From an optimization exercise on the open Yosys and OpenROAD flow, aimed at small area, a short achievable clock period and few clock cycles per item; shortcuts taken in it are not production practice.
Where RTL was checked, it was by simulation tests only, not by an equivalence proof against the original.
No activity file was given, so power comes from the tool's default toggle rates.

==> quartz: inputs <==
// dac_waveform_sequencer
module dac_waveform_sequencer #(
  parameter int TABLE_DEPTH     = 20,
  parameter int SHORT_DEPTH     = 10,
  parameter int SEQUENCE_LENGTH = 6
) (
  input  logic                              clk_i,
  input  logic                              rst_ni,
  input  logic                              in_valid_i,
  output logic                              in_stall_o,
  input  logic [1:0]                        opcode_i,
  input  logic [1:0]                        table_select_i,
  input  logic [4:0]                        sample_index_i,
  input  logic [dws_pkg::SAMPLE_W-1:0]      sample_value_i,
  input  logic [dws_pkg::SEG_LIST_W-1:0]    segment_list_i,
  output logic                              out_valid_o,
  input  logic                              out_stall_i,
  output logic [dws_pkg::SAMPLE_W-1:0]      dac_value_o,
  output logic                              busy_res_o,
  output logic                              sequence_done_o,
  output logic                              refused_o,
  input  logic                              cfg_valid_i,
  output logic                              cfg_ready_o,
  ...
Settings: LEC_CHECK=0, ABC_CLOCK_PERIOD_IN_PS=2500, CAP_MARGIN=20, CORE_MARGIN=2, CORE_UTILIZATION=60, CTS_CLUSTER_DIAMETER=60, CTS_CLUSTER_SIZE=24, PLACE_DENSITY=0.68, SETUP_SLACK_MARGIN=4.1, SLEW_MARGIN=20; clock period 6.5 ns.
run.sh (not shown) runs the stock make flow with config.mk's settings and CLKGATE_MAP_FILE= SYNTH_SCRIPT=/design/flow/synth_recipe.tcl, a recipe that flattens the netlist after the stock synthesis.
==> pepper (differences from quartz) <==
--- a/flow/config.mk
+++ b/flow/config.mk
@@ -9,8 +9,8 @@
 export CAP_MARGIN = 20
 export CORE_MARGIN = 2
-export CORE_UTILIZATION = 60
-export CTS_CLUSTER_DIAMETER = 60
-export CTS_CLUSTER_SIZE = 24
-export PLACE_DENSITY = 0.68
+export CORE_UTILIZATION = 70
+export CTS_CLUSTER_DIAMETER = 80
+export CTS_CLUSTER_SIZE = 20
+export PLACE_DENSITY = 0.78
 export SETUP_SLACK_MARGIN = 4.1
 export SLEW_MARGIN = 20
==> impl_metrics.tcl <==
set metrics [dict create \
    p_comb_w 0.00284 \
    critPathLaunch "o_dac_q[6]" \
    gp_congestion 0.885 \
    place_area_um2 34500 \
    outcome "complete, no violations" \
    swShare_pct 30.2 \
]
Source of the figures above: quartz

==> impl_metrics.tcl <==
set metrics [dict create \
    seqCellArea_um2 23500 \
    p_comb_w 0.00282 \
    met1_length_um 33700 \
    n_clock_buffer 53 \
    post-route-min-period_ns 2.50 \
    postCtsHoldBufs 0 \
    outcome "complete, no violations" \
    grt_max_degree 71 \
    swShare_pct 29.7 \
    critPathLaunch "o_dac_q[0]" \
    place_area_um2 34300 \
]
Source of the figures above: pepper

Testbench counts of quartz, summed over its fixed seeds: cycles 110,850, items 110,722.
Testbench counts of pepper, summed over its fixed seeds: cycles 110,850, items 110,722.

==> inputs of exp/delta <==
dac_waveform_sequencer, a different RTL version from the one above (not shown whole).
## dac_waveform_sequencer
module dac_waveform_sequencer #(
  parameter int TABLE_DEPTH     = 20,
  parameter int SHORT_DEPTH     = 10,
  parameter int SEQUENCE_LENGTH = 6
) (
  input  logic                              clk_i,
  input  logic                              rst_ni,
  input  logic                              in_valid_i,
  output logic                              in_stall_o,
  input  logic [1:0]                        opcode_i,
  input  logic [1:0]                        table_select_i,
  input  logic [4:0]                        sample_index_i,
  input  logic [dws_pkg::SAMPLE_W-1:0]      sample_value_i,
  input  logic [dws_pkg::SEG_LIST_W-1:0]    segment_list_i,
  output logic                              out_valid_o,
  input  logic                              out_stall_i,
  output logic [dws_pkg::SAMPLE_W-1:0]      dac_value_o,
  output logic                              busy_res_o,
  output logic                              sequence_done_o,
  output logic                              refused_o,
  input  logic                              cfg_valid_i,
  output logic                              cfg_ready_o,
  input  logic [dws_pkg::CFG_INDEX_W-1:0]   cfg_index_i,
  input  logic [dws_pkg::CFG_DATA_W-1:0]    cfg_data_i
);
clock: 6.5 ns
lec_check: 0
abc_clock_period_in_ps: 2500
cap_margin: 20
core_margin: 2
core_utilization: 40
cts_buf_list: sky130_fd_sc_hd__clkbuf_8 sky130_fd_sc_hd__clkbuf_4
setup_slack_margin: 4.0
slew_margin: 20
==> exp/garnet (differences from exp/delta) <==
--- a/flow/design.v
+++ b/flow/design.v
@@ -16,18 +16,18 @@
 endpackage
 module dws_store (
   input  logic                           clk_i,
   input  logic                           clr_i,
   input  logic                           we_i,
   input  logic [1:0]                     wr_tbl_i,
   input  logic [4:0]                     wr_idx_i,
   input  logic [dws_pkg::SAMPLE_W-1:0]   wr_data_i,
-  input  logic [1:0]                     rd_tbl_i,
-  input  logic [4:0]                     rd_idx_i,
+  input  logic [3:0]                     rd_tbl_i,    
+  input  logic [19:2]                    rd_idx_i,    
   output logic [dws_pkg::SAMPLE_W-1:0]   rd_data_o,
   output logic [4*dws_pkg::SAMPLE_W-1:0] first_o,
   output logic [4*dws_pkg::SAMPLE_W-1:0] second_o
 );
   localparam int W = dws_pkg::SAMPLE_W;
   logic [W-1:0] t0_q [10];
   logic [W-1:0] t1_q [20];
   logic [W-1:0] t2_q [20];
@@ -41,96 +41,86 @@
   end
   for (genvar i = 0; i < 20; i++) begin : g_t123
     always_ff @(posedge clk_i) begin
       if (clr_i || (we_i && wr_tbl_i == 2'd1 && wr_idx_i == 5'(i))) t1_q[i] <= wd;
       if (clr_i || (we_i && wr_tbl_i == 2'd2 && wr_idx_i == 5'(i))) t2_q[i] <= wd;
       if (clr_i || (we_i && wr_tbl_i == 2'd3 && wr_idx_i == 5'(i))) t3_q[i] <= wd;
     end
   end
-  logic [3:0]  tsel;
-  logic [19:0] isel;
-  always_comb begin
-    for (int t = 0; t < 4; t++) tsel[t] = (rd_tbl_i == 2'(t));
-    for (int i = 0; i < 20; i++) isel[i] = (rd_idx_i == 5'(i));
-  end
   always_comb begin
     rd_data_o = '0;
-    for (int i = 0; i < 10; i++) rd_data_o = rd_data_o | ({W{tsel[0] & isel[i]}} & t0_q[i]);
-    for (int i = 0; i < 20; i++) begin
-      rd_data_o = rd_data_o | ({W{tsel[1] & isel[i]}} & t1_q[i]);
-      rd_data_o = rd_data_o | ({W{tsel[2] & isel[i]}} & t2_q[i]);
-      rd_data_o = rd_data_o | ({W{tsel[3] & isel[i]}} & t3_q[i]);
+    for (int i = 2; i < 10; i++) rd_data_o = rd_data_o | ({W{rd_tbl_i[0] & rd_idx_i[i]}} & t0_q[i]);
+    for (int i = 2; i < 20; i++) begin
+      rd_data_o = rd_data_o | ({W{rd_tbl_i[1] & rd_idx_i[i]}} & t1_q[i]);
+      rd_data_o = rd_data_o | ({W{rd_tbl_i[2] & rd_idx_i[i]}} & t2_q[i]);
+      rd_data_o = rd_data_o | ({W{rd_tbl_i[3] & rd_idx_i[i]}} & t3_q[i]);
     end
   end
   assign first_o  = {t3_q[0], t2_q[0], t1_q[0], t0_q[0]};
   assign second_o = {t3_q[1], t2_q[1], t1_q[1], t0_q[1]};
 endmodule
 module dws_scan (
   input  logic [dws_pkg::SEG_LIST_W-1:0] seg_i,
   input  logic [2:0]                     tnz_i,    
   output logic [dws_pkg::SEG_CODES-1:0]  pl_o,
   output logic                           found_o,  
   output logic                           zft_o,    
-  output logic [2:0]                     c1_o,     
-  output logic [2:0]                     c2_o      
+  output logic [2:0]                     c1_o      
 );
   localparam int N = dws_pkg::SEG_CODES;
-  logic [N-1:0] zf, first, rest, second;
+  logic [N-1:0] zf, first;
   always_comb begin
     for (int p = 0; p < N; p++) begin
       logic [2:0] c;
       logic fl, nz;
       c  = seg_i[3*p +: 3];
       fl = c[2] && (c[1:0] != 2'd3);
       nz = tnz_i[c[1:0]];
       pl_o[p] = (c != 3'd0) && (!fl || nz);
       zf[p]   = fl && !nz;
     end
   end
   assign first   = pl_o & (~pl_o + N'(1));
-  assign rest    = pl_o & ~first;
-  assign second  = rest & (~rest + N'(1));
   assign found_o = |pl_o;
   always_comb begin
     zft_o = 1'b0;
     c1_o  = '0;
-    c2_o  = '0;
     for (int p = 0; p < N; p++) begin
       if (zf[p] && ((pl_o >> (p + 1)) == '0)) zft_o = 1'b1;
       c1_o = c1_o | ({3{first[p]}} & seg_i[3*p +: 3]);
-      c2_o = c2_o | ({3{second[p]}} & seg_i[3*p +: 3]);
     end
   end
 endmodule
 module dws_ctrl (
   input  logic                            clk_i,
   input  logic                            rst_ni,
   input  logic                            proc_i,
-  input  logic [1:0]                      op_i,
+  input  logic                            load_i,    
+  input  logic                            start_i,
+  input  logic                            tick_i,
   input  logic [1:0]                      tsel_i,
   input  logic [4:0]                      idx_i,
   input  logic [dws_pkg::SAMPLE_W-1:0]    val_i,
   input  logic [dws_pkg::SEG_LIST_W-1:0]  seg_i,
   input  logic [dws_pkg::SEG_CODES-1:0]   s_pl_i,
   input  logic                            s_found_i,
   input  logic                            s_zft_i,
   input  logic [2:0]                      s_c1_i,
-  input  logic [2:0]                      s_c2_i,
   input  logic [3*dws_pkg::TIME_W-1:0]    time_i,
   input  logic [3*dws_pkg::SAMPLE_W-1:0]  amp_i,
   input  logic [dws_pkg::TICK_W-1:0]      hold_m1_i,  
   input  logic [dws_pkg::TICK_W-1:0]      unit_m1_i,  
   input  logic [dws_pkg::SAMPLE_W-1:0]    dac_prev_i,
   output logic                            we_o,
   output logic [1:0]                      wr_tbl_o,
   output logic [4:0]                      wr_idx_o,
   output logic [dws_pkg::SAMPLE_W-1:0]    wr_data_o,
-  output logic [1:0]                      rd_tbl_o,
-  output logic [4:0]                      rd_idx_o,
+  output logic [3:0]                      rd_tbl_o,
+  output logic [19:2]                     rd_idx_o,
   input  logic [dws_pkg::SAMPLE_W-1:0]    rd_data_i,
   input  logic [4*dws_pkg::SAMPLE_W-1:0]  first_i,
   input  logic [4*dws_pkg::SAMPLE_W-1:0]  second_i,
   output logic [dws_pkg::SAMPLE_W-1:0]    dac_o,
   output logic                            busy_o,
   output logic                            done_o,
   output logic                            refused_o
 );
@@ -138,76 +128,84 @@
   localparam int SW = dws_pkg::SAMPLE_W;
   localparam int TW = dws_pkg::TIME_W;
   logic            playing_q;
   logic [3*N-1:0]  act_q;       
   logic [N-1:0]    nxt_q;       
   logic [2:0]      nxc_q;       
   logic            zft_q;       
   logic            flat_q;      
-  logic [1:0]      id_q;        
-  logic [4:0]      s2_q;        
+  logic [3:0]      id_q;        
+  logic [20:2]     s2_q;        
   logic [SW-1:0]   rdn_q;       
   logic [7:0]      rem_q;       
   logic            exp_q;       
   logic [TW-1:0]   units_q;
   logic            last_q;      
   logic is_load, is_start, is_tick;
-  assign is_load  = (op_i == dws_pkg::OP_LOAD);
-  assign is_start = (op_i == dws_pkg::OP_START);
-  assign is_tick  = (op_i == dws_pkg::OP_TICK);
+  assign is_load  = load_i;
+  assign is_start = start_i;
+  assign is_tick  = tick_i;
   logic       hz, uz;
   logic [2:0] tone;
   assign hz = (hold_m1_i == '0);
   assign uz = (unit_m1_i == '0);
   always_comb begin
     for (int k = 0; k < 3; k++) tone[k] = (time_i[TW*k +: TW] == TW'(1));
   end
-  logic [N-1:0] t_first, t_rest, t_second, s_first;
-  logic [2:0]   t_c2;
+  logic [N-1:0] t_first, t_rest, t_second, s_first, s_rest, s_second;
+  logic [2:0]   t_c2, s_c2;
   assign t_first  = nxt_q & (~nxt_q + N'(1));
   assign t_rest   = nxt_q & ~t_first;
   assign t_second = t_rest & (~t_rest + N'(1));
   assign s_first  = s_pl_i & (~s_pl_i + N'(1));
+  assign s_rest   = s_pl_i & ~s_first;
+  assign s_second = s_rest & (~s_rest + N'(1));
   always_comb begin
     t_c2 = '0;
-    for (int p = 0; p < N; p++) t_c2 = t_c2 | ({3{t_second[p]}} & act_q[3*p +: 3]);
+    s_c2 = '0;
+    for (int p = 0; p < N; p++) begin
+      t_c2 = t_c2 | ({3{t_second[p]}} & act_q[3*p +: 3]);
+      s_c2 = s_c2 | ({3{s_second[p]}} & seg_i[3*p +: 3]);
+    end
   end
   logic [2:0]   e_code;
   logic         e_found;
   logic         e_flat;
   logic [1:0]   e_id;
+  logic [3:0]   e_id_oh;
   assign e_code  = is_start ? s_c1_i    : nxc_q;
   assign e_found = is_start ? s_found_i : |nxt_q;
   assign e_flat  = e_code[2] && (e_code[1:0] != 2'd3);
   assign e_id    = (e_code == 3'd7) ? 2'd0 : e_code[1:0];
+  assign e_id_oh = 4'b0001 << e_id;
   logic [TW-1:0] e_time;
   logic [SW-1:0] e_amp, e_first, e_second;
   logic          e_one;
   always_comb begin
     unique case (e_code[1:0])
       2'd0:    begin e_time = time_i[0 +: TW];    e_amp = amp_i[0 +: SW];    e_one = tone[0]; end
       2'd1:    begin e_time = time_i[TW +: TW];   e_amp = amp_i[SW +: SW];   e_one = tone[1]; end
       default: begin e_time = time_i[2*TW +: TW]; e_amp = amp_i[2*SW +: SW]; e_one = tone[2]; end
     endcase
     e_first  = first_i[SW*e_id +: SW];
     e_second = second_i[SW*e_id +: SW];
   end
   assign rd_tbl_o = id_q;
-  assign rd_idx_o = s2_q;
+  assign rd_idx_o = s2_q[19:2];
   assign we_o      = proc_i && is_load && !playing_q;
   assign wr_tbl_o  = tsel_i + 2'd1;
   assign wr_idx_o  = idx_i;
   assign wr_data_o = val_i;
   logic            playing_d, zft_d, flat_d, exp_d, last_d;
   logic [3*N-1:0]  act_d;
   logic [N-1:0]    nxt_d;
   logic [2:0]      nxc_d;
-  logic [1:0]      id_d;
-  logic [4:0]      s2_d;
+  logic [3:0]      id_d;
+  logic [20:2]     s2_d;
   logic [SW-1:0]   rdn_d;
   logic [7:0]      rem_d;
   logic [TW-1:0]   units_d;
   always_comb begin
     logic enter;
     logic zero;
     playing_d = playing_q;
     act_d     = act_q;
@@ -225,51 +223,51 @@
     enter     = 1'b0;
     zero      = 1'b0;
     dac_o     = dac_prev_i;
     done_o    = 1'b0;
     refused_o = (is_load || is_start) && playing_q;
     if (is_start && !playing_q) begin
       act_d = seg_i;
       zft_d = s_zft_i;
-      nxt_d = s_pl_i & ~s_first;
-      nxc_d = s_c2_i;
+      nxt_d = s_rest;
+      nxc_d = s_c2;
       enter = 1'b1;
       zero  = s_zft_i;
     end else if (is_tick && playing_q) begin
       if (!exp_q) begin
         rem_d = rem_q - 8'd1;
         exp_d = (rem_q == 8'd1);
       end else if (!last_q) begin
         if (flat_q) begin
           rem_d   = unit_m1_i;
           exp_d   = uz;
           units_d = units_q - TW'(1);
           last_d  = (units_q == TW'(2));
         end else begin
           rem_d  = hold_m1_i;
           exp_d  = hz;
-          s2_d   = s2_q + 5'd1;
-          last_d = (s2_q == ((id_q == 2'd0) ? 5'd10 : 5'd20));
+          s2_d   = {s2_q[19:2], 1'b0};
+          last_d = id_q[0] ? s2_q[10] : s2_q[20];
           rdn_d  = rd_data_i;
           dac_o  = rdn_q;
         end
       end else begin
         enter = 1'b1;
         zero  = flat_q || zft_q;
         nxt_d = t_rest;
         nxc_d = t_c2;
       end
     end
     if (enter) begin
       if (e_found) begin
         playing_d = 1'b1;
         flat_d    = e_flat;
-        id_d      = e_id;
-        s2_d      = 5'd2;
+        id_d      = e_id_oh;
+        s2_d      = 19'd1;
         units_d   = e_time;
         if (e_flat) begin
           rem_d  = unit_m1_i;
           exp_d  = uz;
           last_d = e_one;
           dac_o  = e_amp;
         end else begin
           rem_d  = hold_m1_i;
@@ -333,57 +331,60 @@
   input  logic                              cfg_valid_i,
   output logic                              cfg_ready_o,
   input  logic [dws_pkg::CFG_INDEX_W-1:0]   cfg_index_i,
   input  logic [dws_pkg::CFG_DATA_W-1:0]    cfg_data_i
 );
   localparam int SW = dws_pkg::SAMPLE_W;
   localparam int TW = dws_pkg::TIME_W;
   assign cfg_ready_o = 1'b1;
+  logic clr_q;
+  always_ff @(posedge clk_i or negedge rst_ni) begin
+    if (!rst_ni) clr_q <= 1'b1;
+    else         clr_q <= 1'b0;
+  end
   logic [3*TW-1:0] time_q;
   logic [3*SW-1:0] amp_q;
   logic [2:0]      tnz_q;
   logic [7:0]      hold_q, unit_q;
   logic [7:0]      hold_m1, unit_m1;
-  always_ff @(posedge clk_i or negedge rst_ni) begin
-    if (!rst_ni) begin
-      time_q <= '0;
-      amp_q  <= '0;
-      tnz_q  <= '0;
-      hold_q <= dws_pkg::HOLD_TICKS_RESET;
-      unit_q <= dws_pkg::UNIT_TICKS_RESET;
-    end else if (cfg_valid_i) begin
-      unique case (cfg_index_i)
-        3'd0: begin time_q[0 +: TW]    <= cfg_data_i; tnz_q[0] <= |cfg_data_i; end
-        3'd1: amp_q[0 +: SW]           <= cfg_data_i[7:0];
-        3'd2: begin time_q[TW +: TW]   <= cfg_data_i; tnz_q[1] <= |cfg_data_i; end
-        3'd3: amp_q[SW +: SW]          <= cfg_data_i[7:0];
-        3'd4: begin time_q[2*TW +: TW] <= cfg_data_i; tnz_q[2] <= |cfg_data_i; end
-        3'd5: amp_q[2*SW +: SW]        <= cfg_data_i[7:0];
-        3'd6: hold_q                   <= cfg_data_i[7:0];
-        default: unit_q                <= cfg_data_i[7:0];
-      endcase
-    end
+  logic [14:0] cd;    
+  logic [7:0]  cd_hold, cd_unit;
+  logic [7:0]  cwe;
+  assign cd      = clr_q ? '0 : cfg_data_i;
+  assign cd_hold = clr_q ? dws_pkg::HOLD_TICKS_RESET : cfg_data_i[7:0];
+  assign cd_unit = clr_q ? dws_pkg::UNIT_TICKS_RESET : cfg_data_i[7:0];
+  always_comb begin
+    for (int k = 0; k < 8; k++) cwe[k] = clr_q || (cfg_valid_i && cfg_index_i == 3'(k));
+  end
+  always_ff @(posedge clk_i) begin
+    if (cwe[0]) begin time_q[0 +: TW]    <= cd; tnz_q[0] <= |cd; end
+    if (cwe[1]) amp_q[0 +: SW]           <= cd[7:0];
+    if (cwe[2]) begin time_q[TW +: TW]   <= cd; tnz_q[1] <= |cd; end
+    if (cwe[3]) amp_q[SW +: SW]          <= cd[7:0];
+    if (cwe[4]) begin time_q[2*TW +: TW] <= cd; tnz_q[2] <= |cd; end
+    if (cwe[5]) amp_q[2*SW +: SW]        <= cd[7:0];
+    if (cwe[6]) hold_q                   <= cd_hold;
+    if (cwe[7]) unit_q                   <= cd_unit;
   end
   assign hold_m1 = (hold_q == '0) ? '0 : hold_q - 8'd1;
   assign unit_m1 = (unit_q == '0) ? '0 : unit_q - 8'd1;
   logic                             iv_q;
   logic                             stall_q;
   logic                             ov_q;     
   logic                             full_q;   
-  logic [1:0]                       op_q;
+  logic                             ld_q, st_q, tk_q;   
   logic [1:0]                       tsel_q;
   logic [4:0]                       idx_q;
   logic [SW-1:0]                    val_q;
   logic [dws_pkg::SEG_LIST_W-1:0]   seg_q;
   logic [dws_pkg::SEG_CODES-1:0]    in_pl, s_pl_q;
   logic                             in_found, s_found_q;
   logic                             in_zft, s_zft_q;
   logic [2:0]                       in_c1, s_c1_q;
-  logic [2:0]                       in_c2, s_c2_q;
   logic                             proc;
   logic                             take;
   assign proc = iv_q && !full_q;
   assign take = ov_q && !out_stall_i;
   logic iv_d, ov_d, full_d;
   always_comb begin
     iv_d = stall_q ? iv_q : in_valid_i;
     unique case ({full_q, ov_q})
@@ -402,67 +403,65 @@
       iv_q    <= iv_d;
       stall_q <= iv_d && full_d;
       ov_q    <= ov_d;
       full_q  <= full_d;
     end
   end
   always_ff @(posedge clk_i) begin
     if (!stall_q) begin
-      op_q   <= opcode_i;
+      ld_q   <= (opcode_i == dws_pkg::OP_LOAD);
+      st_q   <= (opcode_i == dws_pkg::OP_START);
+      tk_q   <= (opcode_i == dws_pkg::OP_TICK);
       tsel_q <= table_select_i;
       idx_q  <= sample_index_i;
       val_q  <= sample_value_i;
       seg_q  <= segment_list_i;
       s_pl_q    <= in_pl;
       s_found_q <= in_found;
       s_zft_q   <= in_zft;
       s_c1_q    <= in_c1;
-      s_c2_q    <= in_c2;
     end
   end
   dws_scan u_scan (
     .seg_i   (segment_list_i),
     .tnz_i   (tnz_q),
     .pl_o    (in_pl),
     .found_o (in_found),
     .zft_o   (in_zft),
-    .c1_o    (in_c1),
-    .c2_o    (in_c2)
+    .c1_o    (in_c1)
   );
   assign in_stall_o = stall_q;
-  logic               clr_q;
   logic               we;
-  logic [1:0]         wr_tbl, rd_tbl;
-  logic [4:0]         wr_idx, rd_idx;
+  logic [1:0]         wr_tbl;
+  logic [3:0]         rd_tbl;
+  logic [4:0]         wr_idx;
+  logic [19:2]        rd_idx;
   logic [SW-1:0]      wr_data, rd_data;
   logic [4*SW-1:0]    first, second;
   logic [SW-1:0]      res_dac;
   logic               res_busy, res_done, res_refused;
   logic [SW-1:0]      o_dac_q, f_dac_q;
   logic               o_busy_q, o_done_q, o_ref_q;
   logic               f_busy_q, f_done_q, f_ref_q;
-  always_ff @(posedge clk_i or negedge rst_ni) begin
-    if (!rst_ni) clr_q <= 1'b1;
-    else         clr_q <= 1'b0;
-  end
   dws_ctrl u_ctrl (
     .clk_i      (clk_i),
     .rst_ni     (rst_ni),
     .proc_i     (proc),
-    .op_i       (op_q),
+    .load_i     (ld_q),
+    .start_i    (st_q),
+    .tick_i     (tk_q),
     .tsel_i     (tsel_q),
     .idx_i      (idx_q),
     .val_i      (val_q),
     .seg_i      (seg_q),
     .s_pl_i     (s_pl_q),
     .s_found_i  (s_found_q),
     .s_zft_i    (s_zft_q),
     .s_c1_i     (s_c1_q),
-    .s_c2_i     (s_c2_q),
     .time_i     (time_q),
     .amp_i      (amp_q),
     .hold_m1_i  (hold_m1),
     .unit_m1_i  (unit_m1),
     .dac_prev_i (o_dac_q),
     .we_o       (we),
     .wr_tbl_o   (wr_tbl),
     .wr_idx_o   (wr_idx),
Settings changed: ABC_CLOCK_PERIOD_IN_PS 2500 to 2300, CTS_BUF_LIST sky130_fd_sc_hd__clkbuf_8 sky130_fd_sc_hd__clkbuf_4 to not set, SETUP_SLACK_MARGIN 4.0 to 4.2.
==> run notes <==
Run status: exp/garnet complete, no violations; exp/delta complete, no violations
Inverter count of the layout excluding clock inverters: exp/garnet 32; exp/delta 40
Worst-path fanout max: exp/garnet 2; exp/delta 7
Capturing point of the worst reg2reg path: exp/garnet u_ctrl.rdn_q[0]; exp/delta u_ctrl.rdn_q[3]
First-pass iteration count of the detailed router: exp/garnet 6; exp/delta 8
Total power density per cell area: exp/garnet 346 nW/um2; exp/delta 320 nW/um2
Final antenna diode count: exp/garnet 0; exp/delta 6
Clk Latency, worst-skew pair: exp/garnet 0.65 ns; exp/delta 0.84 ns
Wire length of the first global-routing pass: exp/garnet 155000 um; exp/delta 175000 um
Placeable core region: exp/garnet 81800 um2; exp/delta 84900 um2
Die extent in x: exp/garnet 291 um; exp/delta 296 um
Met3 usage: exp/garnet 4.88%; exp/delta 8.04%
Sequential group power: exp/garnet 6.67 mW; exp/delta 6.60 mW
Post-placement cell count: exp/garnet 3280; exp/delta 3603
Adder-cell share of the synthesized area: exp/garnet 0.228%; exp/delta 0.403%
Drt first-iter violations: exp/garnet 3041; exp/delta 3794
Proportion of power drawn by combinational gates: exp/garnet 22.4%; exp/delta 19.4%
Die boundary height: exp/garnet 291 um; exp/delta 296 um
Layout buffering overhead excluding clock cells: exp/garnet 8.90%; exp/delta 6.79%
Area fraction in and, or, nand and nor cells after synthesis: exp/garnet 8.01%; exp/delta 11.5%
Initial antenna violation count: exp/garnet 1; exp/delta 8
Total length of routed met2 wires: exp/garnet 49700 um; exp/delta 55900 um
Post-CTS Setup Inserts: exp/garnet 150; exp/delta 124
Worst Hold Slack: exp/garnet 0.459 ns; exp/delta 0.419 ns
Function was not checked in any run of this note: the RTL went through the layout flow alone.

## afterwards: timing with drivers on the ports
The results above use ideal ports. As a check the final layouts listed here were re-extracted and re-timed, cells and wires unchanged. Step 1, drivers: a clkbuf_16 drives clk_i and a buf_2 each remaining input, both assumed. Step 2 times the ports against the registers' clock, not the clock port: input delays grow and output delays shrink by t, the midpoint of the rising clock arrivals with the driver on. Slacks: ideal / step 1 / step 2; pairs: ideal / step 1.
| run | t (ns) | slack for setup (ns) | pins driven straight from the clock port |
|---|---|---|---|
| quartz | 0.680 | 3.994 / 3.930 / 3.444 | 1 |
| pepper | 0.667 | 4.002 / 3.941 / 3.403 | 1 |
| exp/delta | 0.883 | 3.547 / 3.547 / 3.116 | 1 |
| exp/garnet | 0.698 | 3.956 / 3.889 / 3.538 | 1 |
After both steps every run listed still meets setup and hold. For pepper, which loses most, drivers alone change the setup slack by -0.061 ns; drivers and shift together by -0.599 ns.
